This is an optimization exercise on Yosys and OpenROAD, whose aim is small area, not a production implementation. Power is estimated from default activity; no workload was simulated.

== run A ==
// ex_mem_top
module ex_mem_top (
   input  logic        CLK,
   input  logic        nRST,
   input  logic [3:0]  aluop,
   input  logic [31:0] porta,
   input  logic [31:0] portb,
   input  logic [31:0] imm,
   input  logic [31:0] pcn,
   input  logic [1:0]  br_kind,
   input  logic [1:0]  memtoreg,
   input  logic        regwrite,
   input  logic        memread,
   input  logic        memwrite,
   input  logic        halt,
   input  logic [4:0]  dest,
   output logic        ex_ready,
   output logic        branch_taken,
   output logic [31:0] branch_target,
   output logic        cyc,
   output logic        stb,
   output logic        we,
   output logic [31:0] adr,
   output logic [31:0] wdata,
   output logic [3:0]  sel,
   input  logic [31:0] rdata,
   input  logic        ack,
   output logic        retire_valid,
   output logic        retire_regwrite,
   output logic        retire_halt,
   output logic [4:0]  retire_dest,
   output logic [31:0] retire_data
);
   logic        mem_q;      
   logic        squash_q;   
   logic        bubble_q;   
   logic        rw_q, halt_q, we_q;
   logic [1:0]  mtr_q;
   logic [4:0]  dest_q;
   logic [31:0] a_q;        
   logic [31:0] b_q;        
   logic [31:0] p_q;        
   logic        is_mem, eq, cond;
   logic [31:0] alu_b, result;
   assign is_mem = memread | memwrite;
   assign alu_b = is_mem ? imm : portb;
   logic        sub, cout, sltu, slt, left;
   logic [31:0] sum, b_x, p0, g0, sh_in, sh_out, sh_rev, logic_r;
   assign sub = aluop[3] | (aluop[2:0] == 3'd1);
   assign b_x = alu_b ^ {32{sub}};
   assign p0 = porta ^ b_x;
   assign g0 = porta & b_x;
   add_bk #(32) u_add (.a(porta), .b(b_x), .ci(sub), .s(sum), .co(cout));
   assign sltu = !cout;
   assign slt = sltu ^ porta[31] ^ alu_b[31];
   assign left = !aluop[0];
   for (genvar i = 0; i < 32; i++) begin : g_rev
      assign sh_in[i] = left ? alu_b[31-i] : alu_b[i];
      assign sh_rev[i] = sh_out[31-i];
   end
   assign sh_out = sh_in >> porta[4:0];
   always_comb begin
      case (aluop[1:0])
         2'd2: logic_r = g0;
         2'd3: logic_r = g0 | p0;
         2'd0: logic_r = p0;
         default: logic_r = ~(g0 | p0);
      endcase
   end
   always_comb begin
      case (aluop)
         4'd0, 4'd1: result = sum;
  ...
Size in the first run: about 1200 cells after synthesis, roughly 110 flip-flops, about 330 I/O pins.
==> flow/config.mk <==
export PLATFORM = sky130hd
export DESIGN_NAME = ex_mem_top
export DESIGN_NICKNAME = ex_mem_top
export VERILOG_FILES = /design/flow/design.v
export SDC_FILE = /design/flow/constraint.sdc
export NUM_CORES = 4
export LEC_CHECK = 0
export CAP_MARGIN = 20
export CORE_MARGIN = 2
export CORE_UTILIZATION = 40
export SLEW_MARGIN = 20
==> flow/constraint.sdc <==
create_clock -name core_clock -period 7.5 [get_ports {CLK}]
set_input_delay 1.5000 -clock core_clock [delete_from_list [all_inputs] [get_ports {CLK}]]
set_output_delay 1.5000 -clock core_clock [all_outputs]
set_load 0.01 [all_outputs]
standard.sh (not shown) runs the stock make flow with config.mk's settings and CLKGATE_MAP_FILE= SYNTH_SCRIPT=/design/flow/synth_recipe.tcl, a recipe that flattens the netlist after the stock synthesis.
==> flow/flow/run.sh <==
#!/bin/bash
# The standard ORFS layout, except:
#  - synthesis maps the logic with an area-oriented ABC script (flow/abc.script);
#    registers, names and all other synthesis steps are the standard flow's own
#  - every input and output port gets the smallest buffer, sky130_fd_sc_hd__buf_1
set -euo pipefail
here=$(pwd)
export MY_ABC_SCRIPT=$here/flow/abc.script
export BUFFER_PORTS_ARGS="-buffer_cell sky130_fd_sc_hd__buf_1"
bash standard.sh SYNTH_SCRIPT=$here/flow/synth.tcl finish > orfs_make.log 2>&1
==> flow/flow/abc.script <==
strash
dc2
dch -f
amap
topo
upsize -c
dnsize -c
stime -c
==> flow/flow/synth.tcl <==
# The standard synthesis (synth_recipe.tcl), with ABC run on this folder's abc.script
proc synth {args} { yosys synth -nofsm -noshare {*}$args }
proc abc {args} {
  set i [lsearch -exact $args -script]
  if {$i >= 0} { lset args [expr {$i + 1}] $::env(MY_ABC_SCRIPT) }
  yosys abc {*}$args
}
source $::env(SCRIPTS_DIR)/synth.tcl
# left out here: clear keep_hierarchy, flatten, clean up, hide names made inside functions, write 1_2_yosys.v
The final report for run A shows a completed flow and a layout that fails verification, specifically setup timing.
Relative to run A, the following input files were edited for run B:
==> flow/flow/run.sh <==
#!/bin/bash
# Standard ORFS layout, with the smallest buffer on every input and output port.
set -euo pipefail
export BUFFER_PORTS_ARGS="-buffer_cell sky130_fd_sc_hd__buf_1"
export RECOVER_POWER=100
export REMOVE_ABC_BUFFERS=1
bash standard.sh finish > orfs_make.log 2>&1
removed: flow/flow/abc.script
removed: flow/flow/synth.tcl
### Flow results
From the logs: run A reached the end of the flow and failed the layout checks with setup timing. In run B the implementation completed, yet the final layout does not meet the checks, the culprit being capacitance limit, slew limit. [compare] base=run A new=run B: sequential share of layout area has decreased; unique cell type count in the Yosys netlist higher; clock-pin slew reported for the worst setup and hold paths after clock tree synthesis shows no meaningful change; final area up about 10%; combined buffer and inverter count along the critical path fell by 3. Cmp run B vs run A: post-synthesis sequential area ratio lower in run B. Diff run A -> run B | number of global-route vias before repair | up slightly. Summary of run B over run A: final count of pins violating max slew higher; switching power higher.
[inputs] run C vs run B
==> flow/flow/run.sh <==
#!/bin/bash
# The standard ORFS layout, except:
#  - synthesis maps the logic with an area-oriented ABC script (flow/abc.script);
#    registers, names and all other synthesis steps are the standard flow's own
#  - every input and output port gets the smallest buffer, sky130_fd_sc_hd__buf_1
set -euo pipefail
here=$(pwd)
export MY_ABC_SCRIPT=$here/flow/abc.script
export BUFFER_PORTS_ARGS="-buffer_cell sky130_fd_sc_hd__buf_1"
bash standard.sh SYNTH_SCRIPT=$here/flow/synth.tcl finish > orfs_make.log 2>&1
==> flow/flow/abc.script (new file) <==
strash
&get -n
&deepsyn -T 40
&put
dch -f
amap
topo
buffer -c
upsize -c
dnsize -c
stime -c
==> flow/flow/synth.tcl (new file) <==
# The standard synthesis (synth_recipe.tcl), with ABC run on this folder's abc.script
proc synth {args} { yosys synth -nofsm -noshare {*}$args }
proc abc {args} {
  set i [lsearch -exact $args -script]
  if {$i >= 0} { lset args [expr {$i + 1}] $::env(MY_ABC_SCRIPT) }
  yosys abc {*}$args
}
source $::env(SCRIPTS_DIR)/synth.tcl
# left out here: clear keep_hierarchy, flatten, clean up, hide names made inside functions, write 1_2_yosys.v
## What came out
Compared to run B, run C has register-to-register slack 2.49 ns higher. Looking at library cell contributing the largest single delay on the critical path, the sky130_fd_sc_hd__mux2i_1 result is from run B; the sky130_fd_sc_hd__fa_1 one comes from run C. Run C vs run B — overall power after layout dropped 4.1%. Run C finished all stages; layout check result: FAIL, due to setup timing. Relative to run B, internal power of the cells has decreased by 2.7% in run C. The final weighted congestion in routability-driven placement number comes out higher for run C vs run B. Higher synthesized area goes to run B over run C. | final max-slew violation count | higher: run B |. Re signed area change from the synthesized netlist to the final layout: run C and run B aren't equal, and the higher value belongs to run C.
The inputs of run D differ from those of run C as listed below.
==> flow/flow/run.sh <==
#!/bin/bash
# Standard ORFS layout, with the smallest buffer on every input and output port.
set -euo pipefail
export BUFFER_PORTS_ARGS="-buffer_cell sky130_fd_sc_hd__buf_1"
bash standard.sh finish > orfs_make.log 2>&1
removed: flow/flow/abc.script
removed: flow/flow/synth.tcl
### Flow results
Of run D and run C, only run C fails to finish with a clean layout. | run C | all stages done | FAIL | setup timing |. Run C → run D: required time of the worst setup path ~0 delta, non-clock buffer share of cell area -7.2 points, standard cell core area +0.0064 mm2. Run C vs run D, last element of the critical path: branch_target[30] vs branch_taken. The post-CTS setup buffer count in run D sits 5 below the value recorded for run C.
Function was not checked in any run of this note: the RTL went through the layout flow alone.

-- separate check: timing with driven ports --
In the flow no input, the clock included, has a driving cell. The finished layouts below were timed again as built, in two steps.
Step 1, drivers: a clkbuf_16 drives CLK and a buf_2 each remaining input, both assumed.
Step 2 times the ports against the registers' clock, not the clock port: input delays grow and output delays shrink by t, the midpoint of the rising clock arrivals with the driver on.
a / b / c = ideal ports / drivers / drivers and shift; a / b = the first two.
run	t, ns	slack for setup (ns)	latest minus earliest clock arrival (ns)	slew at the worst register clock pin (ns)
run A	0.416	-0.502 / -0.553 / -0.553	0.010 / 0.010	0.09 / 0.09
run B	0.424	0.607 / 0.582 / 0.582	0.020 / 0.020	0.08 / 0.08
run C	0.419	-0.404 / -0.463 / -0.463	0.017 / 0.018	0.09 / 0.09
run D	0.430	0.704 / 0.681 / 0.681	0.014 / 0.013	0.08 / 0.08
For run C, which loses most, drivers alone change the setup slack by -0.059 ns; drivers and shift together by -0.059 ns.
